Context: an optimization exercise on an open-source flow, tuned for small area, a short achievable clock period and few clock cycles per item. The choices shown serve that exercise and are no tape-out recipe. Function was checked by simulation only, so behaviour that the tests miss may differ from the original. Power figures rest on the tool's default switching activity, not on a simulated workload. The clock port is modelled as an ideal driver; clocking choices that lean on that would not hold on a real chip.

==> flow/design.v <==
module sta_chan_est #(
   parameter int unsigned N_SC        = 52,
   parameter int unsigned DW          = 32,
   parameter int unsigned ALPHA_SHIFT = 1
) (
   input  logic            ap_clk,
   input  logic            ap_rst,
   input  logic [2*DW-1:0] in_stream_TDATA,
   input  logic            in_stream_TVALID,
   output logic            in_stream_TREADY,
   input  logic            in_stream_TLAST,
   input  logic [1:0]      mode,
   input  logic            init,
   output logic [2*DW-1:0] estStream_TDATA,
   output logic            estStream_TVALID,
   input  logic            estStream_TREADY,
   output logic            estStream_TLAST,
   output logic [31:0]     sym_count,
   output logic            len_err
);
   localparam int unsigned KW = $clog2(N_SC + 1);    
   localparam int unsigned W  = 2 * DW;
   localparam int unsigned TW = DW + 3;              
   function automatic logic [31:0] f_inc32(input logic [31:0] v);
      logic [31:0] pp;
      int          j;
      pp = v;
      for (int l = 0; l < 5; l++) begin
         for (int i = 0; i < 32; i++) begin
            if (((i >> l) & 1) == 1) begin
               j     = ((i >> l) << l) - 1;
               pp[i] = pp[i] & pp[j];
            end
         end
      end
      f_inc32 = v ^ {pp[30:0], 1'b1};
   endfunction
   function automatic logic [KW-1:0] f_inc(input logic [KW-1:0] v);
      f_inc = (v == KW'(N_SC - 1)) ? '0 : v + 1'b1;
   endfunction
   logic [N_SC*W-1:0] r_ring;           
   logic [KW-1:0]     r_rot;            
   logic              r_fresh;          
   logic              r_in_rdy;
   logic              r_x_v, r_x_last, r_x_mode0, r_x_byp;
   logic [W-1:0]      r_x;
   logic              r_c_v, r_c_last;
   logic [KW-1:0]     r_k;
   logic              r_klt1;           
   logic              r_mode0, r_byp;   
   logic [W-1:0]      r_p, r_c;
   logic              r_hv;
   logic              r_emit, r_consume, r_cfirst, r_wr, r_sel;
   logic              r_e1, r_e1_last, r_e1_err, r_e1_sel, r_e1_wr;
   logic [2*TW-1:0]   r_cs_s, r_cs_c;
   logic              r_o_v, r_o_last;
   logic [W-1:0]      r_o;
   logic              r_q1_v, r_q1_last, r_q1_err, r_q2_v, r_q2_last, r_q2_err;
   logic [W-1:0]      r_q1, r_q2;
   logic              r_len_err;
   logic [31:0]       r_sym;
   logic          w_first, w_acc, w_otake, w_pop, w_direct, w_push;
   assign w_first  = !r_c_v || r_c_last;
   assign w_acc    = in_stream_TVALID && r_in_rdy;
   assign w_otake  = !r_o_v || estStream_TREADY;
   assign w_pop    = w_otake && r_q1_v;
   assign w_direct = w_otake && !r_q1_v && r_e1;
   assign w_push   = r_e1 && !w_direct;
   logic          n_x_v, n_c_v, n_c_last, n_fresh, n_k_lt, n_aligned, n_hv, n_emit, n_consume;
   logic          n_mode0, n_q1_v, n_q2_v, n_space;
   logic [KW-1:0] n_k, n_rot;
   always_comb begin
      n_x_v     = w_acc || (r_x_v && !r_consume);
      n_c_v     = r_consume ? 1'b1 : (r_emit ? 1'b0 : r_c_v);
      n_c_last  = r_consume ? r_x_last : r_c_last;
      n_k       = r_consume ? (w_first ? '0 : ((r_k == KW'(N_SC)) ? r_k : r_k + 1'b1)) : r_k;
      n_k_lt    = (n_k != KW'(N_SC));
      n_mode0   = r_cfirst ? r_x_mode0 : r_mode0;
      n_rot     = (r_fresh && r_wr) ? f_inc(r_k) : f_inc(r_rot);
      n_fresh   = r_fresh && !r_wr;
      n_hv      = !init && (r_hv || (r_emit && r_c_last));
      n_aligned = !n_k_lt || n_fresh || (n_rot == n_k);
      n_q2_v    = (r_q2_v && !w_pop) || (r_q1_v && !w_pop && w_push) || (r_q2_v && w_push);
      n_q1_v    = n_q2_v || (r_q1_v && !w_pop) || w_push || (r_q2_v && w_pop);
      n_space   = !n_q2_v && !(n_q1_v && r_emit);
      n_emit    = n_c_v && n_aligned && n_space && (n_c_last || n_x_v);
      n_consume = n_x_v && (!n_c_v || n_emit);
   end
   logic [W-1:0]    w_y, w_n, w_h;
   logic [2*TW-1:0] n_cs_s, n_cs_c;
   assign w_n = r_c_last ? r_c : r_x;
   assign w_h = r_ring[W-1:0];
   always_comb begin
      logic [TW-1:0] a, b, n, h, s1, c1, s2, c2, t;
      for (int c = 0; c < 2; c++) begin
         a  = r_byp ? '0 : TW'($signed(r_p[c*DW +: DW]));
         b  = TW'($signed(r_c[c*DW +: DW])) << (r_byp ? 2 : 1);
         n  = r_byp ? '0 : TW'($signed(w_n[c*DW +: DW]));
         h  = r_sel ? (TW'($signed(w_h[c*DW +: DW])) << 2) : '0;
         s1 = a ^ b ^ h;
         c1 = ((a & b) | (a & h) | (b & h)) << 1;
         s2 = s1 ^ c1 ^ n;
         c2 = ((s1 & c1) | (s1 & n) | (c1 & n)) << 1;
         n_cs_s[c*TW +: TW] = s2;
         n_cs_c[c*TW +: TW] = c2;
         t = r_cs_s[c*TW +: TW] + r_cs_c[c*TW +: TW];
         w_y[c*DW +: DW] = r_e1_sel ? t[DW+2:3] : t[DW+1:2];
      end
   end
   always_ff @(posedge ap_clk) begin
      r_ring <= {r_ring[W-1:0], (r_e1_wr ? w_y : r_ring[N_SC*W-1 -: W]),
                 r_ring[(N_SC-1)*W-1:W]};
      r_cs_s <= n_cs_s;
      r_cs_c <= n_cs_c;
      if (w_acc) begin
         r_x       <= in_stream_TDATA;
         r_x_last  <= in_stream_TLAST;
         r_x_mode0 <= (mode == 2'd0) || (mode == 2'd3);
         r_x_byp   <= (mode == 2'd2);
      end
      if (r_consume) begin
         r_p <= r_cfirst ? r_x : r_c;
         r_c <= r_x;
      end
      if (w_pop) begin
         if (r_q2_v) begin
            r_q1      <= r_q2;
            r_q1_last <= r_q2_last;
            r_q1_err  <= r_q2_err;
         end else if (w_push) begin
            r_q1      <= w_y;
            r_q1_last <= r_e1_last;
            r_q1_err  <= r_e1_err;
         end
      end else if (w_push && !r_q1_v) begin
         r_q1      <= w_y;
         r_q1_last <= r_e1_last;
         r_q1_err  <= r_e1_err;
      end
      if (w_push && (w_pop ? r_q2_v : r_q1_v)) begin
         r_q2      <= w_y;
         r_q2_last <= r_e1_last;
         r_q2_err  <= r_e1_err;
      end
      if (ap_rst) begin
         r_rot     <= '0;
         r_fresh   <= 1'b1;
         r_in_rdy  <= 1'b1;
         r_x_v     <= 1'b0;
         r_c_v     <= 1'b0;
         r_c_last  <= 1'b0;
         r_k       <= '0;
         r_klt1    <= 1'b1;
         r_mode0   <= 1'b1;
         r_byp     <= 1'b0;
         r_hv      <= 1'b0;
         r_emit    <= 1'b0;
         r_consume <= 1'b0;
         r_cfirst  <= 1'b0;
         r_wr      <= 1'b0;
         r_sel     <= 1'b0;
         r_e1      <= 1'b0;
         r_e1_last <= 1'b0;
         r_e1_err  <= 1'b0;
         r_e1_sel  <= 1'b0;
         r_e1_wr   <= 1'b0;
         r_q1_v    <= 1'b0;
         r_q2_v    <= 1'b0;
         r_o       <= '0;
         r_o_v     <= 1'b0;
         r_o_last  <= 1'b0;
         r_len_err <= 1'b0;
         r_sym     <= '0;
      end else begin
         r_rot     <= n_rot;
         r_fresh   <= n_fresh;
         r_x_v     <= n_x_v;
         r_in_rdy  <= !n_x_v || !n_c_v || (n_aligned && n_space);
         r_c_v     <= n_c_v;
         r_c_last  <= n_c_last;
         r_k       <= n_k;
         r_klt1    <= (n_k < KW'(N_SC - 1));
         r_mode0   <= n_mode0;
         r_byp     <= r_cfirst ? r_x_byp : r_byp;
         r_hv      <= n_hv;
         r_emit    <= n_emit;
         r_consume <= n_consume;
         r_cfirst  <= n_consume && (!n_c_v || n_c_last);
         r_wr      <= n_emit && n_k_lt;
         r_sel     <= n_hv && n_k_lt && n_mode0;
         r_e1      <= r_emit;
         r_e1_last <= r_c_last;
         r_e1_err  <= r_c_last && (r_k != KW'(N_SC - 1));
         r_e1_sel  <= r_sel;
         r_e1_wr   <= r_wr;
         r_q1_v <= n_q1_v;
         r_q2_v <= n_q2_v;
         if (w_otake) begin
            if (r_q1_v) begin
               r_o      <= r_q1;
               r_o_v    <= 1'b1;
               r_o_last <= r_q1_last;
               if (r_q1_last) begin
                  r_sym <= f_inc32(r_sym);
                  if (r_q1_err) r_len_err <= 1'b1;
               end
            end else begin
               r_o      <= w_y;
               r_o_v    <= r_e1;
               r_o_last <= r_e1_last;
               if (r_e1 && r_e1_last) begin
                  r_sym <= f_inc32(r_sym);
                  if (r_e1_err) r_len_err <= 1'b1;
               end
            end
         end
      end
   end
   assign in_stream_TREADY = r_in_rdy;
   assign estStream_TDATA  = r_o;
   assign estStream_TVALID = r_o_v;
   assign estStream_TLAST  = r_o_last;
   assign sym_count        = r_sym;
   assign len_err          = r_len_err;
endmodule
==> flow/run.sh <==
#!/bin/bash
# synth_recipe.tcl (not shown) runs the flow's synth.tcl, then flattens the netlist and writes it again
# the make line also repeats each setting of config.mk as NAME=value (left out here)
make -C /OpenROAD-flow-scripts/flow DESIGN_CONFIG=/design/flow/config.mk WORK_HOME=/design/flow/orfs CLKGATE_MAP_FILE= SYNTH_SCRIPT=/design/flow/synth_recipe.tcl finish
==> flow/config.mk <==
export PLATFORM = sky130hd
export DESIGN_NAME = sta_chan_est
export DESIGN_NICKNAME = sta_chan_est
export VERILOG_FILES = /design/flow/design.v
export SDC_FILE = /design/flow/constraint.sdc
export NUM_CORES = 4
export LEC_CHECK = 0
export CAP_MARGIN = 20
export CORE_MARGIN = 2
export CORE_UTILIZATION = 30
export CTS_CLUSTER_DIAMETER = 80
export CTS_CLUSTER_SIZE = 30
export PLACE_DENSITY = 0.5
export SETUP_SLACK_MARGIN = 5
export SLEW_MARGIN = 20
==> flow/constraint.sdc <==
create_clock -name core_clock -period 11.0 [get_ports {ap_clk}]
set_input_delay 2.2000 -clock core_clock [delete_from_list [all_inputs] [get_ports {ap_clk}]]
set_output_delay 2.2000 -clock core_clock [all_outputs]
set_load 0.01 [all_outputs]
==> impl_results.md, run 1 <==
- WL final: 162 mm
- CP max FO: 15
- PwrDens: 256 nW/um2
- CTS tree: built
- Tcrit/Tclk final: 39.7%
- Worst hold-check path type: reg -> reg
- Total power: 0.0278 W
- Status: complete, no violations
- Logic pwr share: 15.2%
- Hold slack: 295 ps
- Crit-path cells: clkdlybuf4s50_1 > nor2b_4 > a21oi_4 > nand4_1 > nor4_1 > nand4_1 > nor2_1 > nand4_1 > xor2_1 > nor2_1
- Root buf cell: clkbuf_16
- Vias in the first global route: 40900
- First-pass GRT wire length: 250 mm
- Initial Utilization: 30.2%
- CP most frequent cell: nand4_1
- WP data required: 11700 ps
- H-tree depth: 4
- Yosys top cell by area: dfxtp_1
- HPWL after DPL: 105 mm
- Grt ovf: 0
- Chip Width: 573 um
- Crit path kind: in -> reg
- Critical path arrival: 5060 ps
- Synth top area share: between 70% and 80%
- Crit path largest cell delay: 530 ps
- Final ANT Viol Nets: 0
- Leakage: 41.7 nW
- Final total negative setup slack: 0 ps
- Most common cell after layout, fill and taps aside: dfxtp_1
- Core area: 321000 um2
- IO Count: 172
- Cell Int Power: 0.0204 W
- Register area share after synthesis: between 80% and 90%
- Syn avg cell area: roughly 16 um2
- Sequential Power Share: 59.1%
- CP delay by family, top: simple AND/OR/NAND/NOR gates
- Slew @ Worst Pin: about 1100 ps
- Antenna violations before repair: 28
- Top cells by area, synth: dfxtp_1, edfxtp_1, fa_1
- CP max-delay cell: a21oi_4
- Clk_skew: ~50 ps
- DR DRC count: 0
- RSZ-0062 raised after global routing: no
- Pins Over Slew Limit: 0
- Die area: 328000 um2
- Max Cap Viol: 0
- CTS resizes: 0
- Worst vdd ir: 127 uV
- Clock Latency Late Sink: 850 ps
- Reg2Reg Launch Point: r_cs_s[37]$_DFF_P_
- CTS Buf Count: 166
- Final-report hold violation count: 0
- Worst hold path startpoint: r_ring[1560]$_DFF_P_
- Buffers and inverters on the worst path: 1
- Achievable Freq: 229 MHz
- DR vias/cell: between 3 and 4
- Synth Instances: 6011
- Yosys warns: 1
- Prevailing post-synth register cell: dfxtp_1
- Sw Share: 26.5%
- EDFF count, synth: 327
- CTS Buffer Depth: 4
- Fin crit period: approximately 4400 ps
- Largest net degree at the start of global routing: 96
- Cell Area, Synth: 97000 um2
- Die Span Y: roughly 570 um
- Layout area overhead: 12.0%
- Yosys cell types: 75
- Final setup vio count: 0
- DR WL/cell: 15.3 um
- Total track usage: between 9 and 10%
- FF-to-FF path depth: 11
- Routability congestion estimate: 0.782
- Post-CTS Setup Inserts: 0
- Number of DRC markers in iteration 0: ~2100
- Clock network power share: 25.6%
- R2r setup slk: 6930 ps
- Synth Register Bits: 3922
- Clock transition at path regs: about 100 ps
- Hold_buf cts: 0
- Sinks on Clock Net: 3922
- Relative slew slack: 27.5%
- Async SR Flop Fraction: 0%
- Commonest non-fill, non-tap cells in the layout: dfxtp_1, edfxtp_1, nor2_1, a21oi_1, clkdlybuf4s50_1
- First drt pass iteration count: 5
- Vias: 40700
- Psw: 0.00735 W
- Worst setup SP type: primary input
- # nets final: 6506
- WHS Path Cells: 0
- Layout cells sized above 1: around 6.8%
- Crit. End Element: flip-flop
- PortBufs: 171
- FP Rows: 208
- FF-to-FF End: r_q1[60]$_DFFE_PP_
- Hold path endpoint: r_ring[1496]$_DFF_P_
==> cell families (layout without fill, tap and decap cells) <==
family	Yosys count	count (layout)	synth area share (%)
DFF	3922	3922	84.3
and+or+nand+nor	774	774	3.84
AOI/OAI and AO/OA	492	492	3.15
muxes	283	283	3.13
buffers and inverters	224	496	0.870
adders and majority gates	209	209	3.72
xor gates and xnor gates	106	106	0.957
other	1	4	0.00387
==> through the flow <==
| stage | cells | util (%) | setup slack, ps | area (um2) |
|---|---|---|---|---|
| 2_1_floorplan | 6012 | - | 5660 | 97000 |
| 3_3_place_gp | 10400 | 32.3 | 5510 | 104000 |
| 3_5_place_dp | 10400 | 32.3 | 5440 | 104000 |
| 4_1_cts | 10600 | 33.8 | 6400 | 109000 |
| 5_1_grt | 10600 | 33.8 | 6500 | 109000 |
| 6_report | 10600 | 33.8 | 6640 | 109000 |
==> worst max path at each step <==
stage | end | depth (start not counted) | start
floorplan | r_q1[0]$_DFFE_PP_ | 5 | estStream_TREADY
global placement | r_sym[31]$_SDFFE_PP0P_ | 10 | estStream_TREADY
detailed placement | r_sym[31]$_SDFFE_PP0P_ | 10 | estStream_TREADY
CTS | r_sym[31]$_SDFFE_PP0P_ | 10 | estStream_TREADY
global route | r_sym[31]$_SDFFE_PP0P_ | 10 | estStream_TREADY
finish | r_sym[31]$_SDFFE_PP0P_ | 10 | estStream_TREADY
==> cells in the mapped netlist, types with 5 or more instances <==
cell       instances
a2111oi_0          5
a211o_1            5
a211oi_1           8
a21boi_0           7
a21o_1            24
a21oi_1          219
a221o_1            5
a221oi_1           5
a22oi_1            6
a311oi_1           5
a31oi_1           16
a32oi_1            8
and2_1            77
and3_1            17
buf_1             15
clkbuf_1         129
dfxtp_1         3595
edfxtp_1         327
fa_1             132
ha_1              77
inv_1             77
mux2_2           160
mux2i_1          123
nand2_1          140
nand2b_1          19
nand3_1           47
nand3b_1          14
nand4_1           24
nor2_1           289
nor2b_1           84
nor3_1            27
nor3b_1            6
nor4_1             9
o211ai_1          24
o21a_1            11
o21ai_0           84
o21bai_1           7
o221ai_1          12
or2_2              7
xnor2_1           61
xor2_1            45
==> power groups by stage <==
stage,clock [W],combinational [W],sequential (W)
finish,0.00713,0.00423,0.0164
global route,0.00797,0.00467,0.0166
CTS,0.00745,0.00433,0.0165
detailed placement,0,0.00431,0.0168
global placement,0,0.00426,0.0168
floorplan,0,0.00255,0.0166
==> sequential cells by signal, summed over array words and instances, names as in the netlist, 6 cells and up <==
signal / cells
r_ring: 3328
r_cs_c: 68
r_cs_s: 68
r_p: 64
r_q2: 64
r_sym: 32
r_c: 64
r_rot: 6
r_o: 64
r_q1: 64
r_x: 64
r_k: 6
==> metal layers <==
metal / GRT usage, % / vias to the layer above / share of wire [%]
met3: 1.59 / 251 / 3.8
met4: 2.88 / 0 / 2.8
met2: 15.9 / 630 / 45
met5: 0 / - / 0
li1: - / 20000 / -
met1: 13.6 / 19800 / 48
==> final cells by class <==
class / instances / area (um2)
clock inverters: 33 / 512
flip-flops and latches: 3922 / 81800
repair buffers: 191 / 1890
well taps: 4305 / 5390
clock buffers: 194 / 4340
fillers: 30800 / 213000
diodes: 2 / 5.00
multi-input cells: 1866 / 14400
inverters: 78 / 297
Testbench counts, summed over its fixed seeds: cycles 16,672, items 16,640.
==> inputs of run 2 (changes only) <==
==> flow/flow/run.sh (new file) <==
#!/bin/bash
set -euo pipefail
export SETUP_SLACK_MARGIN=7.8
bash standard.sh > standard_flow.log 2>&1
==> flow/standard.sh (new file) <==
#!/bin/bash
# synth_recipe.tcl (not shown) runs the flow's synth.tcl, then flattens the netlist and writes it again
# the make line also repeats each setting of config.mk as NAME=value (left out here)
make -C /OpenROAD-flow-scripts/flow DESIGN_CONFIG=/design/flow/config.mk WORK_HOME=/design/flow/orfs CLKGATE_MAP_FILE= SYNTH_SCRIPT=/design/flow/synth_recipe.tcl "${@:-finish}"
--- a/flow/config.mk
+++ b/flow/config.mk
@@ -13,3 +13,2 @@
 export PLACE_DENSITY = 0.5
-export SETUP_SLACK_MARGIN = 5
 export SLEW_MARGIN = 20
removed: flow/run.sh
==> run 2 against run 1 <==
Effect of this change:
- critical path type is now reg -> out
- flip-flop and latch count unchanged
- count of clock-buffer cells in the layout rose by 24
- largest cell class unchanged
- sequential power about the same
- via count rose by 1.5%
- critical endpoint is now estStream_TDATA[34]
- total power increased by 4.3%
- combinational power up 18%
- clock power grew 4.8%
- routed wire length increased by 3.4%
- worst setup slack gained 680 ps
==> impl_results.md, run 2 <==
- Status: complete, no violations
- Async SR Flop Fraction: 0% (unchanged)
- Clk_skew: 96.6 ps (+46.6 ps)
- Largest net degree at the start of global routing: 82 (-15%)
- Commonest cells in the netlist: dfxtp_1, edfxtp_1, nor2_1
- Synth top area share: 74.2% (unchanged)
- CTS tree: built
- Yosys top cell by area: dfxtp_1
- Die area: 328000 um2 (unchanged)
- Worst setup SP type: flip-flop
- Total track usage: 10.2% (+0.31 points)
- Initial Utilization: 30.2% (unchanged)
- Count leader, synth: dfxtp_1
- Cell Int Power: 0.0212 W (+3.8%)
- First drt pass iteration count: 8 (+3)
- Synth Register Bits: 3922 (unchanged)
- DR vias/cell: 3.85 (+0.11%)
- Yosys warns: 1 (unchanged)
- Worst hold-check path type: reg -> reg
- CP delay by family, top: flip-flops
- Max Cap Viol: 0 (unchanged)
- Crit path kind: reg -> out
- Antenna violations before repair: 15 (-46%)
- Cell Area, Synth: 97000 um2 (unchanged)
- Sw Share: 26.8% (+0.37 points)
- Final ANT Viol Nets: 0 (unchanged)
- Register area share after synthesis: 84.3% (unchanged)
- Leakage: 43.0 nW (+3.3%)
- WP data required: 8800 ps (-2900 ps)
- Reg with most FFs: r_ring
- Vias in the first global route: 42200 (+3.4%)
- Grt ovf: 0 (unchanged)
- CP max-delay cell: dfxtp_4
- Crit path largest cell delay: 460 ps (-70 ps)
- Top cells by area, synth: dfxtp_1, edfxtp_1, fa_1
- Fin crit period: 3680 ps (-679 ps)
- Core area: 321000 um2 (unchanged)
- Critical path arrival: 1480 ps (-3580 ps)
- DR WL/cell: 15.6 um (+1.9%)
- Hold path endpoint: r_ring[1582]$_DFF_P_
- First-pass GRT wire length: 257 mm (+2.8%)
- PwrDens: 260 nW/um2 (+1.5%)
- Final-report hold violation count: 0 (unchanged)
- Yosys cell types: 75 (unchanged)
- CTS Buffer Depth: 4 (unchanged)
- Critical Path Start: r_o[34]$_SDFFE_PP0P_
- Die Span Y: 573 um (unchanged)
- Max reg flops: 3328 (unchanged)
- RSZ-0062 raised after global routing: yes
- DR DRC count: 0 (unchanged)
- Final Cell Area: 112000 um2 (+2.7%)
- HPWL after DPL: 105 mm (-0.33%)
- Number of DRC markers in iteration 0: 2137 (-0.14%)
- Reg2Reg Launch Point: r_cs_c[1]$_DFF_P_
- R2r setup slk: 7720 ps (+790 ps)
- Layout cells sized above 1: 13.7% (+7.0 points)
- CTS Buf Count: 172 (+3.6%)
- Hold_buf cts: 0 (unchanged)
- DP Area: 104000 um2 (+0.24%)
- Synth Instances: 6011 (unchanged)
- Clock transition at path regs: 110 ps (about the same)
- WL final: 168 mm (+3.4%)
- WHS Path Cells: 0 (unchanged)
- Achievable Freq: 272 MHz (+18%)
- EDFF count, synth: 327 (unchanged)
- Logic pwr share: 17.2% (+2.0 points)
- Worst vdd ir: 125 uV (-1.4%)
- FF-to-FF path depth: 13 (+2)
- Top Registers: r_ring (3328), r_cs_c (68), r_cs_s (68)
- Crit-path cells: buf_6
- IO Count: 172 (unchanged)
- Buffers and inverters on the worst path: 1 (unchanged)
- Vias: 41300 (+1.5%)
- FP Rows: 208 (unchanged)
- Pins Over Slew Limit: 0 (unchanged)
- Final total negative setup slack: 0 ps (unchanged)
- Commonest non-fill, non-tap cells in the layout: dfxtp_1, edfxtp_1, nor2_1, clkbuf_16, a21oi_1
- FF-to-FF End: r_o[27]$_SDFFE_PP0P_
- Slew @ Worst Pin: 984 ps (-96.9 ps)
- Layout area overhead: 15.1%
- Hold slack: 234 ps (-61.5 ps)
- Sinks on Clock Net: 3922 (unchanged)
- PortBufs: 171 (unchanged)
- Routability congestion estimate: 0.778 (-0.55%)
- Finished Core Util: 34.7% (+0.93 points)
- Post-route insts no fill: 10700 (+1.4%)
- Worst hold path startpoint: r_ring[1646]$_DFF_P_
- CP max FO: 2 (-13)
- Root buf cell: clkbuf_16
- # nets final: 6620 (+1.8%)
- Final setup vio count: 0 (unchanged)
- Most common cell after layout, fill and taps aside: dfxtp_1
- Clock network power share: 25.8% (+0.2 points)
- Crit. End Element: primary output
- Relative slew slack: 34.4% (+6.9 points)
- Clock Latency Late Sink: 910 ps (+60 ps)
- Syn avg cell area: 16.1 um2 (unchanged)
- H-tree depth: 4 (unchanged)
- Psw: 0.00778 W (+5.8%)
- Chip Width: 573 um (unchanged)
- Prevailing post-synth register cell: dfxtp_1
- Tcrit/Tclk final: 33.5% (-6.2 points)
- Placed Cells: 10400 (unchanged)
- Sequential Power Share: 57.0% (-2.1 points)
[run 2: cell types whose count changed in the layout (fill, tap and decap cells not counted), sizes merged, moves of 6 or more]
cell           before  now
diode               2   12
clkdlybuf4s50     170   69
inv                88   99
buf                21  221
clkinv             21   15
clkbuf            194  219
[run 2: worst max-delay path by stage]
stage                          endpoint  slack [ps]  cells past startpoint
floorplan             r_q1[0]$_DFFE_PP_        6730                      5
global placement     r_q1[55]$_DFFE_PP_        5620                      5
detailed placement   r_q1[55]$_DFFE_PP_        5590                      5
CTS                 estStream_TDATA[33]        7210                      1
global route              sym_count[27]        7250                      1
finish              estStream_TDATA[34]        7320                      1
[run 2: final cells by class]
class | count | area [um2]
Fill cell | 30600 | 210000
Clock buffer | 218 | 4620
Tap cell | 4305 | 5390
Timing Repair Buffer | 293 | 3110
Sequential cell | 3922 | 82000
Inverter | 78 | 299
Multi-Input combinational cell | 1872 | 15500
Clock inverter | 39 | 667
Antenna cell | 12 | 30.0
[run 2: cell families (layout without fill, tap and decap cells)]
group	count (synthesis)	in the layout	share of synthesized area (%)
other	1	14	0.00387
buffers and inverters	224	628	0.870
DFF	3922	3922	84.3
xor gates and xnor gates	106	106	0.957
AOI/OAI and AO/OA	492	493	3.15
and+or+nand+nor	774	779	3.84
adders and majority gates	209	209	3.72
muxes	283	283	3.13
[run 2: metrics by stage]
step | power [W] | setup WS, ps
CTS | 0.0291 | 7210
floorplan | 0.0193 | 6730
global placement | 0.0210 | 5620
detailed placement | 0.0211 | 5590
global route | 0.0305 | 7250
finish | 0.0290 | 7320
[run 2: power groups by stage]
| stage | sequential, W | combinational (W) | clock [W] |
|---|---|---|---|
| 3_5_place_dp | 0.0168 | 0.00422 | 0 |
| 4_1_cts | 0.0166 | 0.00473 | 0.00782 |
| 3_3_place_gp | 0.0168 | 0.00416 | 0 |
| 5_1_grt | 0.0167 | 0.00546 | 0.00831 |
| 2_1_floorplan | 0.0166 | 0.00265 | 0 |
| 6_report | 0.0165 | 0.00499 | 0.00747 |
[run 2: routing by layer]
layer	track usage, %	vias to the layer above	routed length (um)
li1	-	20300	-
met1	13.9	20100	80400
met2	16.2	593	74500
met3	1.89	264	7020
met4	3.40	0	5880
met5	0	-	0
[run 2: timing repair]
action                     CTS  global route
resized for setup          868            89
setup endpoints to repair  437           324
buffers inserted            72            28
pin swaps                   33            36
gates cloned                 8             1
==> inputs of run 3 (changes only) <==
--- a/flow/design.v
+++ b/flow/design.v
@@ -44,7 +44,5 @@
    logic              r_in_rdy;
-   logic              r_x_v, r_x_last, r_x_mode0, r_x_byp;
-   logic [W-1:0]      r_x;
    logic              r_c_v, r_c_last;
    logic [KW-1:0]     r_k;
-   logic              r_klt1;           
+   logic              r_klt;            
    logic              r_mode0, r_byp;   
@@ -52,3 +50,3 @@
    logic              r_hv;
-   logic              r_emit, r_consume, r_cfirst, r_wr, r_sel;
+   logic              r_flush, r_sel;
    logic              r_e1, r_e1_last, r_e1_err, r_e1_sel, r_e1_wr;
@@ -61,5 +59,7 @@
    logic [31:0]       r_sym;
-   logic          w_first, w_acc, w_otake, w_pop, w_direct, w_push;
+   logic          w_first, w_acc, w_emit, w_wr, w_otake, w_pop, w_direct, w_push;
    assign w_first  = !r_c_v || r_c_last;
    assign w_acc    = in_stream_TVALID && r_in_rdy;
+   assign w_emit   = r_flush || (w_acc && r_c_v && !r_c_last);
+   assign w_wr     = w_emit && r_klt;
    assign w_otake  = !r_o_v || estStream_TREADY;
@@ -68,21 +68,30 @@
    assign w_push   = r_e1 && !w_direct;
-   logic          n_x_v, n_c_v, n_c_last, n_fresh, n_k_lt, n_aligned, n_hv, n_emit, n_consume;
-   logic          n_mode0, n_q1_v, n_q2_v, n_space;
-   logic [KW-1:0] n_k, n_rot;
+   logic          n_c_v, n_c_last, n_fresh, n_k_lt, n_aligned, n_hv, n_mode0, n_byp;
+   logic          n_q1_v, n_q2_v, n_space;
+   logic [KW-1:0] n_k;
+   logic          a0_fresh, a1_fresh, a0_aligned, a1_aligned, a0_klt, a1_klt;
+   logic [KW-1:0] a0_k, a1_k, a0_rot, a1_rot;
    always_comb begin
-      n_x_v     = w_acc || (r_x_v && !r_consume);
-      n_c_v     = r_consume ? 1'b1 : (r_emit ? 1'b0 : r_c_v);
-      n_c_last  = r_consume ? r_x_last : r_c_last;
-      n_k       = r_consume ? (w_first ? '0 : ((r_k == KW'(N_SC)) ? r_k : r_k + 1'b1)) : r_k;
-      n_k_lt    = (n_k != KW'(N_SC));
-      n_mode0   = r_cfirst ? r_x_mode0 : r_mode0;
-      n_rot     = (r_fresh && r_wr) ? f_inc(r_k) : f_inc(r_rot);
-      n_fresh   = r_fresh && !r_wr;
-      n_hv      = !init && (r_hv || (r_emit && r_c_last));
-      n_aligned = !n_k_lt || n_fresh || (n_rot == n_k);
+      a0_k       = r_k;
+      a0_klt     = r_klt;
+      a0_rot     = (r_fresh && r_flush && r_klt) ? f_inc(r_k) : f_inc(r_rot);
+      a0_fresh   = r_fresh && !(r_flush && r_klt);
+      a0_aligned = !a0_klt || a0_fresh || (a0_rot == a0_k);
+      a1_k       = w_first ? '0 : ((r_k == KW'(N_SC)) ? r_k : r_k + 1'b1);
+      a1_klt     = (a1_k != KW'(N_SC));
+      a1_rot     = (r_fresh && r_c_v && r_klt) ? f_inc(r_k) : f_inc(r_rot);
+      a1_fresh   = r_fresh && !(r_c_v && r_klt);
+      a1_aligned = !a1_klt || a1_fresh || (a1_rot == a1_k);
+      n_c_v     = w_acc ? 1'b1 : (r_flush ? 1'b0 : r_c_v);
+      n_c_last  = w_acc ? in_stream_TLAST : r_c_last;
+      n_k       = w_acc ? a1_k : a0_k;
+      n_k_lt    = w_acc ? a1_klt : a0_klt;
+      n_fresh   = w_acc ? a1_fresh : a0_fresh;
+      n_aligned = w_acc ? a1_aligned : a0_aligned;
+      n_mode0   = (w_acc && w_first) ? ((mode == 2'd0) || (mode == 2'd3)) : r_mode0;
+      n_byp     = (w_acc && w_first) ? (mode == 2'd2) : r_byp;
+      n_hv      = !init && (r_hv || r_flush);
       n_q2_v    = (r_q2_v && !w_pop) || (r_q1_v && !w_pop && w_push) || (r_q2_v && w_push);
       n_q1_v    = n_q2_v || (r_q1_v && !w_pop) || w_push || (r_q2_v && w_pop);
-      n_space   = !n_q2_v && !(n_q1_v && r_emit);
-      n_emit    = n_c_v && n_aligned && n_space && (n_c_last || n_x_v);
-      n_consume = n_x_v && (!n_c_v || n_emit);
+      n_space   = !n_q2_v && !(n_q1_v && w_emit);
    end
@@ -90,3 +99,3 @@
    logic [2*TW-1:0] n_cs_s, n_cs_c;
-   assign w_n = r_c_last ? r_c : r_x;
+   assign w_n = r_c_last ? r_c : in_stream_TDATA;
    assign w_h = r_ring[W-1:0];
@@ -97,4 +106,4 @@
          b  = TW'($signed(r_c[c*DW +: DW])) << (r_byp ? 2 : 1);
+         h  = r_sel ? (TW'($signed(w_h[c*DW +: DW])) << 2) : '0;
          n  = r_byp ? '0 : TW'($signed(w_n[c*DW +: DW]));
-         h  = r_sel ? (TW'($signed(w_h[c*DW +: DW])) << 2) : '0;
          s1 = a ^ b ^ h;
@@ -115,10 +124,4 @@
       if (w_acc) begin
-         r_x       <= in_stream_TDATA;
-         r_x_last  <= in_stream_TLAST;
-         r_x_mode0 <= (mode == 2'd0) || (mode == 2'd3);
-         r_x_byp   <= (mode == 2'd2);
-      end
-      if (r_consume) begin
-         r_p <= r_cfirst ? r_x : r_c;
-         r_c <= r_x;
+         r_p <= w_first ? in_stream_TDATA : r_c;
+         r_c <= in_stream_TDATA;
       end
@@ -148,3 +151,2 @@
          r_in_rdy  <= 1'b1;
-         r_x_v     <= 1'b0;
          r_c_v     <= 1'b0;
@@ -152,3 +154,3 @@
          r_k       <= '0;
-         r_klt1    <= 1'b1;
+         r_klt     <= 1'b1;
          r_mode0   <= 1'b1;
@@ -156,6 +158,3 @@
          r_hv      <= 1'b0;
-         r_emit    <= 1'b0;
-         r_consume <= 1'b0;
-         r_cfirst  <= 1'b0;
-         r_wr      <= 1'b0;
+         r_flush   <= 1'b0;
          r_sel     <= 1'b0;
@@ -174,6 +173,5 @@
       end else begin
-         r_rot     <= n_rot;
+         r_rot     <= w_acc ? a1_rot : a0_rot;
          r_fresh   <= n_fresh;
-         r_x_v     <= n_x_v;
-         r_in_rdy  <= !n_x_v || !n_c_v || (n_aligned && n_space);
+         r_in_rdy  <= !n_c_v || (n_aligned && n_space);
          r_c_v     <= n_c_v;
@@ -181,12 +179,9 @@
          r_k       <= n_k;
-         r_klt1    <= (n_k < KW'(N_SC - 1));
+         r_klt     <= n_k_lt;
          r_mode0   <= n_mode0;
-         r_byp     <= r_cfirst ? r_x_byp : r_byp;
+         r_byp     <= n_byp;
          r_hv      <= n_hv;
-         r_emit    <= n_emit;
-         r_consume <= n_consume;
-         r_cfirst  <= n_consume && (!n_c_v || n_c_last);
-         r_wr      <= n_emit && n_k_lt;
+         r_flush   <= n_c_v && n_c_last && n_aligned && n_space;
          r_sel     <= n_hv && n_k_lt && n_mode0;
-         r_e1      <= r_emit;
+         r_e1      <= w_emit;
          r_e1_last <= r_c_last;
@@ -194,3 +189,3 @@
          r_e1_sel  <= r_sel;
-         r_e1_wr   <= r_wr;
+         r_e1_wr   <= w_wr;
          r_q1_v <= n_q1_v;
==> run 3 against run 2 <==
Effect of this change:
- still clean on timing, DRC and antenna
- via count increased by 1.5%
- highest routed layer is now met5
- routed wire length increased by 0.30%
- critical path type unchanged
- global-route usage increased by 0.17 points
- critical endpoint is now estStream_TDATA[59]
- synthesized cell count increased by 2.1%
- sequential share of layout area decreased by 0.19 points
- core utilization decreased by 0.16 points
- count of clock-buffer cells in the layout decreased by 31
- register-to-register slack improved by 20 ps
- synthesized area decreased by 1.8%
- worst setup slack improved by 26 ps
==> impl_results.md, run 3 <==
- Async SR Flop Fraction: 0% (unchanged)
- Final setup vio count: 0 (unchanged)
- Vias in the first global route: 42300 (+0.088%)
- CTS Buffer Depth: 4 (unchanged)
- First-pass GRT wire length: 259 mm (+0.69%)
- Top Registers: r_ring (3328), r_cs_c (68), r_cs_s (68)
- CP delay by family, top: flip-flops
- # nets final: 6725 (+1.6%)
- H-tree depth: 4 (unchanged)
- HPWL after DPL: 106 mm (+1.2%)
- Finished Core Util: 34.6% (-0.16 points)
- Worst hold-check path type: reg -> reg
- Grt ovf: 0 (unchanged)
- Die area: 322000 um2 (-1.8%)
- Crit-path cells: buf_6
- Setup ws final: 7340 ps (+25.5 ps)
- Antenna violations before repair: 52 (+37)
- Layout cells sized above 1: 12.4% (-1.3 points)
- Sinks on Clock Net: 3852 (-1.8%)
- Prevailing post-synth register cell: dfxtp_1
- Most common cell after layout, fill and taps aside: dfxtp_1
- Leakage: 42.8 nW (-0.42%)
- Hold_buf cts: 0 (unchanged)
- First drt pass iteration count: 5 (-3)
- Die Span Y: 568 um (-0.88%)
- Crit path kind: reg -> out
- Psw: 0.00718 W (-7.7%)
- Achievable Freq: 273 MHz (+0.70%)
- DR DRC count: 0 (unchanged)
- Root buf cell: clkbuf_16
- PwrDens: 251 nW/um2 (-3.4%)
- Clk_skew: 57.9 ps (-38.7 ps)
- CP max-delay cell: dfxtp_4
- Status: complete, no violations
- Synth Instances: 6138 (+2.1%)
- Largest net degree at the start of global routing: 84 (+2.4%)
- Buffers and inverters on the worst path: 1 (unchanged)
- Commonest non-fill, non-tap cells in the layout: dfxtp_1, nand2_1, nor2_1, edfxtp_1, a21oi_1
- Crit. End Element: primary output
- Final-report hold violation count: 0 (unchanged)
- Initial Utilization: 30.2% (about the same)
- Cell Int Power: 0.0202 W (-4.8%)
- Vias: 41900 (+1.5%)
- Core area: 315000 um2 (-1.8%)
- Reg area: 79900 um2 (-2.6%)
- Cell Area, Synth: 95300 um2 (-1.8%)
- Setup WS pre-CTS: 5750 ps (+164 ps)
- Max Cap Viol: 0 (unchanged)
- Final ANT Viol Nets: 0 (unchanged)
- Critical path arrival: 1460 ps (-20 ps)
- Synth Register Bits: 3852 (-1.8%)
- DR vias/cell: 3.93 (+2.2%)
- EDFF count, synth: 260 (-20%)
- Yosys cell types: 80 (+6.7%)
- Yosys warns: 1 (unchanged)
- Fin crit period: 3660 ps (-25.5 ps)
- Commonest cells in the netlist: dfxtp_1, nand2_1, nor2_1
- Chip Width: 568 um (-0.88%)
- CTS Buf Count: 164 (-4.7%)
- Register area share after synthesis: 83.7% (-0.65 points)
- Logic pwr share: 15.9% (-1.3 points)
- Worst vdd ir: 148 uV (+18%)
- CTS tree: built
- Sequential Power Share: 58.5% (+1.5 points)
- Clock transition at path regs: 100 ps (about the same)
- DR WL/cell: 15.8 um (+1.0%)
- WP data required: 8800 ps (about the same)
- FP Rows: 206 (-0.96%)
- Pins Over Slew Limit: 0 (unchanged)
- RSZ-0062 raised after global routing: yes
- Area of the multi-input gates: 15900 um2 (+2.7%)
- Sw Share: 26.2% (-0.60 points)
- Layout area overhead: 14.5%
- Crit path largest cell delay: 460 ps (about the same)
- Placed Cells: 10300 (-0.23%)
- Top cells by area, synth: dfxtp_1, edfxtp_1, fa_1
- Yosys top cell by area: dfxtp_1
- Post-route insts no fill: 10700 (-0.69%)
- CP max FO: 2 (unchanged)
- Worst setup SP type: flip-flop
- Total power: 0.0274 W (-5.6%)
- IO Count: 172 (unchanged)
- Max reg flops: 3328 (unchanged)
- Syn avg cell area: 15.5 um2 (-3.8%)
- Total track usage: 10.3% (+0.17 points)
- Count leader, synth: dfxtp_1
- Clock Latency Late Sink: 870 ps (-40 ps)
- Clock network power share: 25.6% (-0.2 points)
- # fillers: 30300 (-0.96%)
- WL final: 168 mm (+0.30%)
- Final total negative setup slack: 0 ps (unchanged)
- Relative slew slack: 16.6% (-18 points)
- Reg with most FFs: r_ring
- Synth top area share: 75.5% (+1.3 points)
- Tcrit/Tclk final: 33.2% (-0.23 points)
- Routability congestion estimate: 0.774 (-0.57%)
- Slew @ Worst Pin: 1250 ps (+266 ps)
- PortBufs: 171 (unchanged)
- Number of DRC markers in iteration 0: 2486 (+16%)
## run 3: cell count changes after synthesis, moves of 15 or more
cell,before,now
a21oi_1,219,241
nand2_1,140,362
nand3_1,47,31
edfxtp_1,327,260
a22o_1,4,19
a21o_1,24,49
mux2_2,160,95
## run 3: cell type report
cell class,count,share of cell area (%)
Antenna cell,8,0.0184
Clock buffer,187,3.94
Clock inverter,32,0.416
Inverter,84,0.314
Multi-Input combinational cell,2054,14.6
Sequential cell,3852,73.3
Tap cell,4160,4.77
Timing Repair Buffer,287,2.65
Timing Repair inverter,1,0.0149
## run 3: path summary, 6_finish.rpt
path / from / cells after the start / slack [ps] / end
setup / recovery: r_o[59]$_SDFFE_PP0P_ / 1 / 7340 / estStream_TDATA[59]
hold reg to reg: r_ring[1669]$_DFF_P_ / 0 / 300 / r_ring[1605]$_DFF_P_
hold / removal: r_ring[1669]$_DFF_P_ / 0 / 300 / r_ring[1605]$_DFF_P_
setup reg to reg: r_cs_c[1]$_DFF_P_ / 13 / 7740 / r_q1[29]$_DFFE_PP_
## run 3: logic make-up after synthesis
kind of cell | synth area share (%)
fa+ha+maj | 3.79
mux | 2.43
simple gates | 4.73
xor+xnor | 0.919
other cells | 0.00394
buf+inv | 0.951
flops | 83.7
compound gates | 3.50
## run 3: layer usage
metal	track usage [%]	wire, um
met1	13.8	78500
met2	16.5	75800
met3	2.29	8440
met4	3.48	5360
met5	0	206
## run 3: metrics by stage
| stage | area [um2] | hold WS, ps |
|---|---|---|
| 5_1_grt | 109000 | 286 |
| 6_report | 109000 | 298 |
| 2_1_floorplan | 95700 | 310 |
| 3_5_place_dp | 102000 | 312 |
| 3_3_place_gp | 102000 | 310 |
| 4_1_cts | 108000 | 293 |
## run 3: power groups by stage
stage	combinational, W	sequential, W	clock (W)
after floorplan	0.00219	0.0161	0
final	0.00435	0.0160	0.00700
after global routing	0.00473	0.0162	0.00781
after CTS	0.00412	0.0161	0.00731
after global placement	0.00373	0.0163	0
after detailed placement	0.00376	0.0163	0
## run 3: repair_timing
action	4_1_cts	5_1_grt
pin swaps	26	36
setup buffers	70	23
endpoints found under the hold margin	0	0
endpoints found under the setup margin	509	237
gates resized for setup	850	111
cloned	8	0
Testbench counts of run 3, summed over its fixed seeds: cycles 16,664, items 16,640.
==> inputs of run 4 (changes only) <==
==> flow/flow/run.sh (replaced) <==
#!/bin/bash
set -euo pipefail
export SETUP_SLACK_MARGIN=7.4
bash standard.sh > standard_flow.log 2>&1
==> run 4 against run 3 <==
Effect of this change:
- maximum frequency decreased by 0.37%
- core utilization decreased by 0.33 points
- total power decreased by 1.5%
- critical path type unchanged
- largest power group unchanged
- register-to-register slack got worse by 270 ps
- via count decreased by 0.89%
- sequential share of layout area increased by 0.71 points
- routed wire length decreased by 2.9%
- hold slack got worse by 5.9 ps
- largest cell class unchanged
- flip-flop and latch count unchanged
==> impl_results.md, run 4 <==
- Status: complete, no violations
- Layout cells sized above 1: 10.2% (-2.2 points)
- Worst vdd ir: 123 uV (-17%)
- Largest net degree at the start of global routing: 83 (-1.2%)
- PwrDens: 250 nW/um2 (-0.50%)
- Max Cap Viol: 0 (unchanged)
- Antenna violations before repair: 55 (+5.8%)
- Worst hold-check path type: reg -> reg
- Commonest cells in the netlist: dfxtp_1, nand2_1, nor2_1
- IO Count: 172 (unchanged)
- Vias: 41500 (-0.89%)
- Setup ws final: 7330 ps (-13.4 ps)
- EDFF count, synth: 260 (unchanged)
- Most common cell after layout, fill and taps aside: dfxtp_1
- Sinks on Clock Net: 3852 (unchanged)
- CTS tree: built
- Crit path largest cell delay: 460 ps (about the same)
- Pins Over Slew Limit: 0 (unchanged)
- Vias in the first global route: 41900 (-0.84%)
- Clk_skew: 50.7 ps (-7.20 ps)
- Crit. End Element: primary output
- Final ANT Viol Nets: 0 (unchanged)
- CP max-delay cell: dfxtp_4
- Synth Register Bits: 3852 (unchanged)
- WL final: 163 mm (-2.9%)
- # nets final: 6679 (-0.68%)
- Reg with most FFs: r_ring
- Count leader, synth: dfxtp_1
- Root buf cell: clkbuf_16
- Final setup vio count: 0 (unchanged)
- CP delay by family, top: flip-flops
- H-tree depth: 4 (unchanged)
- Die area: 322000 um2 (unchanged)
- Yosys cell types: 80 (unchanged)
- Crit-path cells: buf_6
- Top cells by area, synth: dfxtp_1, edfxtp_1, fa_1
- Layout area overhead: 13.4%
- Hold_buf cts: 0 (unchanged)
- Top Registers: r_ring (3328), r_cs_c (68), r_cs_s (68)
- Commonest non-fill, non-tap cells in the layout: dfxtp_1, nand2_1, nor2_1, edfxtp_1, a21oi_1
- Initial Utilization: 30.2% (unchanged)
- First drt pass iteration count: 7 (+2)
- Final total negative setup slack: 0 ps (unchanged)
- DR vias/cell: 3.90 (-0.68%)
- Cell Area, Synth: 95300 um2 (unchanged)
- Setup WS pre-CTS: 5900 ps (+146 ps)
- Clock transition at path regs: 110 ps (about the same)
- Relative slew slack: 27.3% (+11 points)
- Leakage: 42.6 nW (-0.60%)
- Tcrit/Tclk final: 33.4% (+0.12 points)
- First-pass GRT wire length: 252 mm (-2.4%)
- RSZ-0062 raised after global routing: yes
- Max reg flops: 3328 (unchanged)
- PortBufs: 171 (unchanged)
- Core area: 315000 um2 (unchanged)
- Routability congestion estimate: 0.799 (+3.3%)
- Register area share after synthesis: 83.7% (unchanged)
- Critical path arrival: 1470 ps (about the same)
- DR DRC count: 0 (unchanged)
- WP data required: 8800 ps (about the same)
- HPWL after DPL: 102 mm (-3.8%)
- Synth top area share: 75.5% (unchanged)
- Synth Instances: 6138 (unchanged)
- Area of the multi-input gates: 14900 um2 (-6.3%)
- Syn avg cell area: 15.5 um2 (unchanged)
- DP Area: 102000 um2 (-0.16%)
- Grt ovf: 0 (unchanged)
- Final Cell Area: 108000 um2 (-0.96%)
- Finished Core Util: 34.2% (-0.33 points)
- # fillers: 30200 (-0.056%)
- Die Span Y: 568 um (unchanged)
- Number of DRC markers in iteration 0: 2555 (+2.8%)
- Chip Width: 568 um (unchanged)
- Worst setup SP type: flip-flop
- Total track usage: 10.1% (-0.28 points)
- Yosys top cell by area: dfxtp_1
- Clock Latency Late Sink: 880 ps (about the same)
- DR WL/cell: 15.4 um (-2.7%)
- Prevailing post-synth register cell: dfxtp_1
- Crit path kind: reg -> out
- FP Rows: 206 (unchanged)
- Buffers and inverters on the worst path: 1 (unchanged)
- Placed Cells: 10300 (-0.048%)
- Achievable Freq: 272 MHz (-0.37%)
- CP max FO: 2 (unchanged)
- CTS Buffer Depth: 4 (unchanged)
- CTS Buf Count: 171 (+4.3%)
- Final-report hold violation count: 0 (unchanged)
- Fin crit period: 3670 ps (+13.4 ps)
- Async SR Flop Fraction: 0% (unchanged)
- Yosys warns: 1 (unchanged)
- Post-route insts no fill: 10600 (-0.21%)
- Slew @ Worst Pin: 1060 ps (-190 ps)
- Reg area: 79900 um2 (about the same)
run 4: timing repair:
item	4_1_cts	5_1_grt
resized for setup	758	25
pin swaps	4	4
gates cloned	5	0
buffers inserted	43	4
endpoints found under the setup margin	317	109
run 4: cell type report:
type                            count  area share [%]
Tap cell                         4160            4.82
Timing Repair inverter              1          0.0151
Antenna cell                       12          0.0278
Clock inverter                     51           0.700
Timing Repair Buffer              236            2.21
Inverter                           84           0.317
Multi-Input combinational cell   2052            13.8
Sequential cell                  3852            74.0
Clock buffer                      195            4.12
run 4: layer usage:
layer  track usage (%)  up-vias  wire [um]
met4              3.68       38       5910
li1                  -    20400          -
met5                 0        -        216
met2              15.8      672      72000
met1              13.4    20100      77000
met3              2.45      343       8220
run 4: worst paths after layout:
| kind | slack [ps] | start | endpoint | depth (start not counted) |
|---|---|---|---|---|
| worst max-delay path | 7330 | r_o[0]$_SDFFE_PP0P_ | estStream_TDATA[0] | 1 |
| worst min register to register | 290 | r_ring[1505]$_DFF_P_ | r_ring[1441]$_DFF_P_ | 0 |
| worst max register to register | 7470 | r_cs_s[5]$_DFF_P_ | r_ring[3228]$_DFF_P_ | 10 |
| worst min-delay path | 290 | r_ring[1505]$_DFF_P_ | r_ring[1441]$_DFF_P_ | 0 |
run 4: per-stage QoR:
stage	power, W	hold slack [ps]
CTS	0.0274	291
detailed placement	0.0198	312
finish	0.0270	292
global route	0.0283	291
floorplan	0.0183	310
global placement	0.0198	310
run 4: power by group:
group,total (W),switching (W),internal (W)
clock network,0.00735,0.00428,0.00307
registers,0.0160,0.000436,0.0156
logic,0.00363,0.00225,0.00138
total,0.0270,0.00696,0.0200
run 4: kinds of logic after synthesis:
| logic type | after synthesis | share of synthesized area, % |
|---|---|---|
| xor+xnor | 100 | 0.919 |
| buf+inv | 238 | 0.951 |
| flops | 3852 | 83.7 |
| mux | 218 | 2.43 |
| simple gates | 984 | 4.73 |
| fa+ha+maj | 209 | 3.79 |
| other cells | 1 | 0.00394 |
| compound gates | 536 | 3.50 |
==> inputs of run 5 (changes only) <==
==> flow/flow/run.sh (replaced) <==
#!/bin/bash
set -euo pipefail
export SETUP_SLACK_MARGIN=7.4
export CTS_ARGS="-sink_clustering_enable -repair_clock_nets -sink_clustering_size 30 -sink_clustering_max_diameter 80 -dont_use_dummy_load"
bash standard.sh > standard_flow.log 2>&1
==> run 5 against run 4 <==
Effect of this change:
- synthesized area unchanged
- highest routed layer unchanged
- total power fell by 2.3%
- largest cell class unchanged
- design area down 0.92%
- sequential share of layout area grew 0.68 points
- via count shrank 0.48%
- clock power decreased by 8.6%
- synthesized cell count unchanged
==> impl_results.md, run 5 <==
- Status: complete, no violations
- CP max-delay cell: dfxtp_4
- Async SR Flop Fraction: 0% (unchanged)
- HPWL after DPL: 102 mm (unchanged)
- Final total negative setup slack: 0 ps (unchanged)
- Achievable Freq: 276 MHz (+1.2%)
- CP delay by family, top: flip-flops
- Final setup vio count: 0 (unchanged)
- Buffers and inverters on the worst path: 1 (unchanged)
- EDFF count, synth: 260 (unchanged)
- Leakage: 42.1 nW (-1.0%)
- WHS Path Cells: 0 (unchanged)
- Layout cells sized above 1: 9.38% (-0.80 points)
- Clock Latency Late Sink: 880 ps (about the same)
- Clock transition at path regs: 110 ps (about the same)
- Synth top area share: 75.5% (unchanged)
- Sinks on Clock Net: 3852 (unchanged)
- Root buf cell: clkbuf_16
- Most common cell after layout, fill and taps aside: dfxtp_1
- Syn avg cell area: 15.5 um2 (unchanged)
- CTS Buffer Depth: 4 (unchanged)
- Initial Utilization: 30.2% (unchanged)
- Setup ws final: 7370 ps (+44.5 ps)
- Total power: 0.0263 W (-2.3%)
- Register area share after synthesis: 83.7% (unchanged)
- Max Cap Viol: 0 (unchanged)
- Die area: 322000 um2 (unchanged)
- Critical path arrival: 1430 ps (-40 ps)
- Vias: 41300 (-0.48%)
- Slew @ Worst Pin: 1080 ps (+21.5 ps)
- R2r setup slk: 7510 ps (+40 ps)
- Layout area overhead: 12.3%
- Routability congestion estimate: 0.799 (unchanged)
- FP Rows: 206 (unchanged)
- Cell Area, Synth: 95300 um2 (unchanged)
- RSZ-0062 raised after global routing: yes
- Die Span Y: 568 um (unchanged)
- Top cells by area, synth: dfxtp_1, edfxtp_1, fa_1
- DR DRC count: 0 (unchanged)
- Hold path endpoint: r_ring[1158]$_DFF_P_
- Crit-path cells: buf_6
- Worst hold-check path type: reg -> reg
- Reg area: 79900 um2 (about the same)
- Commonest non-fill, non-tap cells in the layout: dfxtp_1, nand2_1, nor2_1, edfxtp_1, a21oi_1
- IO Count: 172 (unchanged)
- Total track usage: 10.1% (about the same)
- Relative slew slack: 27.9% (+0.59 points)
- Clk_skew: 87.6 ps (+36.9 ps)
- First drt pass iteration count: 6 (-1)
- WL final: 163 mm (about the same)
- Core area: 315000 um2 (unchanged)
- Synth Instances: 6138 (unchanged)
- Yosys top cell by area: dfxtp_1
- Yosys warns: 1 (unchanged)
- FF-to-FF End: r_ring[3227]$_DFF_P_
- Final ANT Viol Nets: 0 (unchanged)
- WP data required: 8800 ps (about the same)
- Worst hold path startpoint: r_ring[1222]$_DFF_P_
- Worst setup SP type: flip-flop
- CTS tree: built
- Reg with most FFs: r_ring
- PwrDens: 246 nW/um2 (-1.4%)
- Synth Register Bits: 3852 (unchanged)
- Max reg flops: 3328 (unchanged)
- Count leader, synth: dfxtp_1
- Commonest cells in the netlist: dfxtp_1, nand2_1, nor2_1
- Crit path largest cell delay: 450 ps (about the same)
- CTS Buf Count: 171 (unchanged)
- # nets final: 6679 (unchanged)
- Number of DRC markers in iteration 0: 2501 (-2.1%)
- Yosys cell types: 80 (unchanged)
- PortBufs: 171 (unchanged)
- Chip Width: 568 um (unchanged)
- Vias in the first global route: 41800 (-0.31%)
- Setup WS pre-CTS: 5900 ps (unchanged)
- Reg2Reg Launch Point: r_cs_s[5]$_DFF_P_
- First-pass GRT wire length: 252 mm (-0.13%)
- FF-to-FF path depth: 10 (unchanged)
- Antenna violations before repair: 57 (+3.6%)
- Hold slack: 259 ps (-33.7 ps)
- Pins Over Slew Limit: 0 (unchanged)
- H-tree depth: 4 (unchanged)
- Final-report hold violation count: 0 (unchanged)
- Crit. End Element: primary output
- Prevailing post-synth register cell: dfxtp_1
- Crit path kind: reg -> out
- Top Registers: r_ring (3328), r_cs_c (68), r_cs_s (68)
- # fillers: 30300 (+0.23%)
- Worst vdd ir: 123 uV (+0.22%)
- Grt ovf: 0 (unchanged)
- Tcrit/Tclk final: 33.0% (-0.40 points)
- Fin crit period: 3630 ps (-44.5 ps)
- CP max FO: 2 (unchanged)
- Area of the multi-input gates: 14900 um2 (about the same)
- DR vias/cell: 3.91 (+0.23%)
- DR WL/cell: 15.4 um (+0.64%)
- Largest net degree at the start of global routing: 83 (unchanged)
==> run 5: cell counts after synthesis <==
No cell type changed its count.
==> run 5: cell type report <==
class	count	area share (%)
well taps	4160	4.86
diodes	12	0.0281
repair inverters	1	0.0152
multi-input cells	2052	13.9
flip-flops and latches	3852	74.7
clock buffers	171	4.00
inverters	84	0.320
repair buffers	236	2.17
==> run 5: logic make-up after synthesis <==
kind of cell / synth area share [%]
DFF: 83.7
and+or+nand+nor: 4.73
AOI/OAI and AO/OA: 3.50
buffers and inverters: 0.951
muxes: 2.43
adders and majority gates: 3.79
xor gates and xnor gates: 0.919
other: 0.00394
==> run 5: per-layer routing <==
metal | global-route usage, % | up-vias | part of all wire [%]
met1 | 13.4 | 20000 | 47
met4 | 3.70 | 38 | 3.8
li1 | - | 20300 | -
met3 | 2.48 | 343 | 5.2
met2 | 15.8 | 658 | 44
met5 | 0 | - | 0.14
==> run 5: repair_timing <==
item	in CTS	in global routing
cloned	5	0
setup buffers	43	4
gates resized for setup	742	22
pin swaps	4	4
hold buffers	0	0
endpoints found under the setup margin	322	72
==> run 5: through the flow <==
step	area, um2	utilization, %	instances
floorplan	95400	-	6139
global placement	102000	32.3	10300
detailed placement	102000	32.3	10300
CTS	107000	33.9	10600
global route	107000	33.9	10600
finish	107000	33.9	10600
==> run 5: worst max path at each step <==
stage | from | endpoint | slack [ps] | cells after the start
finish | r_o[42]$_SDFFE_PP0P_ | estStream_TDATA[42] | 7370 | 1
detailed placement | estStream_TREADY | r_q1[55]$_DFFE_PP_ | 5900 | 6
CTS | r_o[0]$_SDFFE_PP0P_ | estStream_TDATA[0] | 7260 | 1
floorplan | estStream_TREADY | r_q1[0]$_DFFE_PP_ | 6910 | 4
global route | r_o[0]$_SDFFE_PP0P_ | estStream_TDATA[0] | 7300 | 1
global placement | estStream_TREADY | r_q1[55]$_DFFE_PP_ | 5890 | 6
==> run 5: power by group <==
part / switching [W] / total (W) / internal, W / leakage [nW]
Sequential: 0.000435 / 0.0160 / 0.0156 / 31.8
Combinational: 0.00225 / 0.00363 / 0.00138 / 8.26
Clock: 0.00392 / 0.00672 / 0.00279 / 2.11
Total: 0.00661 / 0.0263 / 0.0197 / 42.1
==> inputs of run 6 (changes only) <==
--- a/flow/config.mk
+++ b/flow/config.mk
@@ -9,6 +9,6 @@
 export CORE_MARGIN = 2
-export CORE_UTILIZATION = 30
+export CORE_UTILIZATION = 60
 export CTS_CLUSTER_DIAMETER = 80
 export CTS_CLUSTER_SIZE = 30
-export PLACE_DENSITY = 0.5
+export PLACE_DENSITY = 0.8
 export SLEW_MARGIN = 20
==> run 6 against run 5 <==
Effect of this change:
- still clean on timing, DRC and antenna
- die area down 50%
- sequential share of layout area increased by 2.6 points
- cell count down 20%
- hold slack better by 3.8 ps
- critical path type unchanged
- critical endpoint is now estStream_TDATA[0]
- highest routed layer unchanged
==> impl_results.md, run 6 <==
- Synth Instances: 6138 (unchanged)
- Commonest non-fill, non-tap cells in the layout: dfxtp_1, nand2_1, nor2_1, edfxtp_1, a21oi_1
- Reg with most FFs: r_ring
- Layout area overhead: 8.61%
- PortBufs: 171 (unchanged)
- Top cells by area, synth: dfxtp_1, edfxtp_1, fa_1
- Slew @ Worst Pin: 1130 ps (+44.0 ps)
- First drt pass iteration count: 6 (unchanged)
- First-pass GRT wire length: 245 mm (-2.6%)
- Setup WS pre-CTS: 5610 ps (-285 ps)
- CTS tree: built
- Largest net degree at the start of global routing: 89 (+7.2%)
- DR DRC count: 0 (unchanged)
- Placed Cells: 8240 (-20%)
- CTS Buffer Depth: 3 (-1)
- Reg2Reg Launch Point: r_cs_s[37]$_DFF_P_
- Core area: 158000 um2 (-50%)
- Cell Area, Synth: 95300 um2 (unchanged)
- Hold_buf cts: 0 (unchanged)
- Worst hold path startpoint: r_ring[1098]$_DFF_P_
- Register area share after synthesis: 83.7% (unchanged)
- Chip Width: 402 um (-29%)
- Vias in the first global route: 42200 (+0.97%)
- CP max FO: 2 (unchanged)
- WP data required: 8800 ps (about the same)
- Max Cap Viol: 0 (unchanged)
- Crit. End Element: primary output
- Antenna violations before repair: 25 (-56%)
- Vias: 41700 (+0.81%)
- Achievable Freq: 279 MHz (+1.1%)
- Final ANT Viol Nets: 0 (unchanged)
- DR WL/cell: 18.8 um (+22%)
- Status: complete, no violations
- Number of DRC markers in iteration 0: 3072 (+23%)
- WL final: 159 mm (-2.5%)
- Fin crit period: 3590 ps (-40.4 ps)
- Final Cell Area: 103000 um2 (-3.3%)
- Setup ws final: 7410 ps (+40.4 ps)
- DP Area: 99200 um2 (-2.6%)
- Yosys warns: 1 (unchanged)
- Worst setup SP type: flip-flop
- Most common cell after layout, fill and taps aside: dfxtp_1
- Synth top area share: 75.5% (unchanged)
- Final setup vio count: 0 (unchanged)
- Critical Path Start: r_o[0]$_SDFFE_PP0P_
- IO Count: 172 (unchanged)
- HPWL after DPL: 97.0 mm (-4.7%)
- Initial Utilization: 60.3% (+30 points)
- CTS Buf Count: 152 (-11%)
- Clock transition at path regs: 110 ps (about the same)
- Final-report hold violation count: 0 (unchanged)
- Routability congestion estimate: 0.871 (+9.1%)
- Layout cells sized above 1: 8.55% (-0.83 points)
- Yosys cell types: 80 (unchanged)
- Leakage: 41.7 nW (-0.94%)
- H-tree depth: 4 (unchanged)
- Root buf cell: clkbuf_16
- Clock Latency Late Sink: 820 ps (-60 ps)
- Grt ovf: 0 (unchanged)
- Total track usage: 19.6% (+9.6 points)
- Commonest cells in the netlist: dfxtp_1, nand2_1, nor2_1
- Tcrit/Tclk final: 32.6% (-0.37 points)
- RSZ-0062 raised after global routing: yes
- CP max-delay cell: dfxtp_4
- Top Registers: r_ring (3328), r_cs_c (68), r_cs_s (68)
- Crit path largest cell delay: 450 ps (about the same)
- Crit path kind: reg -> out
- Die area: 162000 um2 (-50%)
- Sinks on Clock Net: 3852 (unchanged)
- Relative slew slack: 24.9% (-2.9 points)
- FP Rows: 146 (-29%)
- Async SR Flop Fraction: 0% (unchanged)
- Critical path arrival: 1390 ps (-40 ps)
- # nets final: 6654 (-0.37%)
- CP delay by family, top: flip-flops
- Count leader, synth: dfxtp_1
- Buffers and inverters on the worst path: 1 (unchanged)
- Die Span Y: 402 um (-29%)
- Yosys top cell by area: dfxtp_1
- Syn avg cell area: 15.5 um2 (unchanged)
- Synth Register Bits: 3852 (unchanged)
- Post-route insts no fill: 8446 (-20%)
- Max reg flops: 3328 (unchanged)
- Clk_skew: 101 ps (+13.7 ps)
- Crit-path cells: buf_6
- Pins Over Slew Limit: 0 (unchanged)
- Final total negative setup slack: 0 ps (unchanged)
- Prevailing post-synth register cell: dfxtp_1
- PwrDens: 249 nW/um2 (+1.3%)
- Worst hold-check path type: reg -> reg
- Worst vdd ir: 201 uV (+64%)
- DR vias/cell: 4.93 (+26%)
- EDFF count, synth: 260 (unchanged)
## run 6: changes by cell type in the layout (fill, tap and decap cells not counted), moves of 8 or more
cell             change
dfxtp_1             +27
clkdlybuf4s15_2      +8
dfxtp_4              +8
buf_6               -46
buf_4               +13
buf_2               +26
buf_8               -12
dfxtp_2             -35
clkbuf_16           -19
diode_2              -9
## run 6: stage by stage
step | utilization (%) | total power [W] | hold WS, ps
after CTS | 65.3 | 0.0259 | 249
after detailed placement | 62.8 | 0.0197 | 312
final | 65.5 | 0.0258 | 263
after floorplan | - | 0.0183 | 310
after global placement | 62.8 | 0.0195 | 310
after global routing | 65.5 | 0.0269 | 261
## run 6: cell families after synthesis
| logic type | after synthesis | synth area share [%] |
|---|---|---|
| AND/OR/NAND/NOR | 984 | 4.73 |
| multiplexers | 218 | 2.43 |
| flip-flops | 3852 | 83.7 |
| AO/OA/AOI/OAI | 536 | 3.50 |
| buffers and inverters | 238 | 0.951 |
| adder cells (fa/ha/maj) | 209 | 3.79 |
| other | 1 | 0.00394 |
| XOR/XNOR | 100 | 0.919 |
## run 6: final cells by class
cell class	count	area, um2
fillers	10500	54500
diodes	3	7.51
flip-flops and latches	3852	79900
repair inverters	1	16.3
well taps	2072	2590
repair buffers	227	1870
multi-input cells	2055	14900
inverters	84	343
clock buffers	152	3800
## run 6: path summary, 6_finish.rpt
path                                to  slack (ps)  cells past startpoint
setup / recovery    estStream_TDATA[0]        7410                      1
hold reg to reg   r_ring[1034]$_DFF_P_         260                      0
hold / removal    r_ring[1034]$_DFF_P_         260                      0
setup reg to reg    r_q1[63]$_DFFE_PP_        7500                     11
## run 6: layer usage
layer | vias to the layer above | track usage (%) | share of wire (%)
met5 | - | 0 | 0.049
li1 | 20300 | - | -
met3 | 278 | 4.35 | 6.4
met1 | 20100 | 28.0 | 46
met2 | 1032 | 30.3 | 44
met4 | 12 | 5.72 | 2.6
## run 6: where the power goes
part	switching, W	leakage [nW]	internal [W]
Sequential	0.000510	31.8	0.0156
Combinational	0.00213	8.10	0.00128
Clock	0.00382	1.87	0.00249
Total	0.00646	41.7	0.0193
## run 6: what timing repair did
| item | CTS | global route |
|---|---|---|
| gates resized for setup | 571 | 42 |
| pin swaps | 5 | 8 |
| setup endpoints to repair | 376 | 79 |
| gates cloned | 5 | 2 |
| setup buffers | 33 | 11 |

## separate check: timing with driven ports
The results above use ideal ports. As a check the final layouts listed here were re-extracted and re-timed, cells and wires unchanged. Step 1 sets driving cells, clkbuf_16 on the clock port and buf_2 on the other inputs (assumed; they add their load-dependent delay and slew). Step 2 also shifts input and output timing later by t, the mid clock arrival at the registers, as if the neighbouring blocks saw the same clock. Three values: ideal ports, drivers, drivers and shift; two values: the first two.
| run | t, ns | slack for setup (ns) | clock arrival spread, ns | worst register clock-pin slew, ns | worst slew at a driven data input, ns |
|---|---|---|---|---|---|
| run 1 | 0.923 | 6.638 / 6.577 / 5.685 | 0.082 / 0.081 | 0.12 / 0.12 | 0.18 |
| run 2 | 0.930 | 7.317 / 7.227 / 6.780 | 0.133 / 0.134 | 0.11 / 0.11 | 0.18 |
| run 3 | 0.917 | 7.343 / 7.258 / 6.777 | 0.083 / 0.083 | 0.12 / 0.12 | 0.19 |
| run 4 | 0.938 | 7.329 / 7.233 / 6.478 | 0.075 / 0.076 | 0.11 / 0.11 | 0.19 |
| run 5 | 0.907 | 7.374 / 7.278 / 6.502 | 0.136 / 0.136 | 0.11 / 0.11 | 0.19 |
| run 6 | 0.845 | 7.414 / 7.336 / 6.521 | 0.118 / 0.118 | 0.11 / 0.11 | 0.15 |
After both steps every run listed still meets setup and hold. For run 1, which loses most, drivers alone change the setup slack by -0.061 ns; drivers and shift together by -0.953 ns.
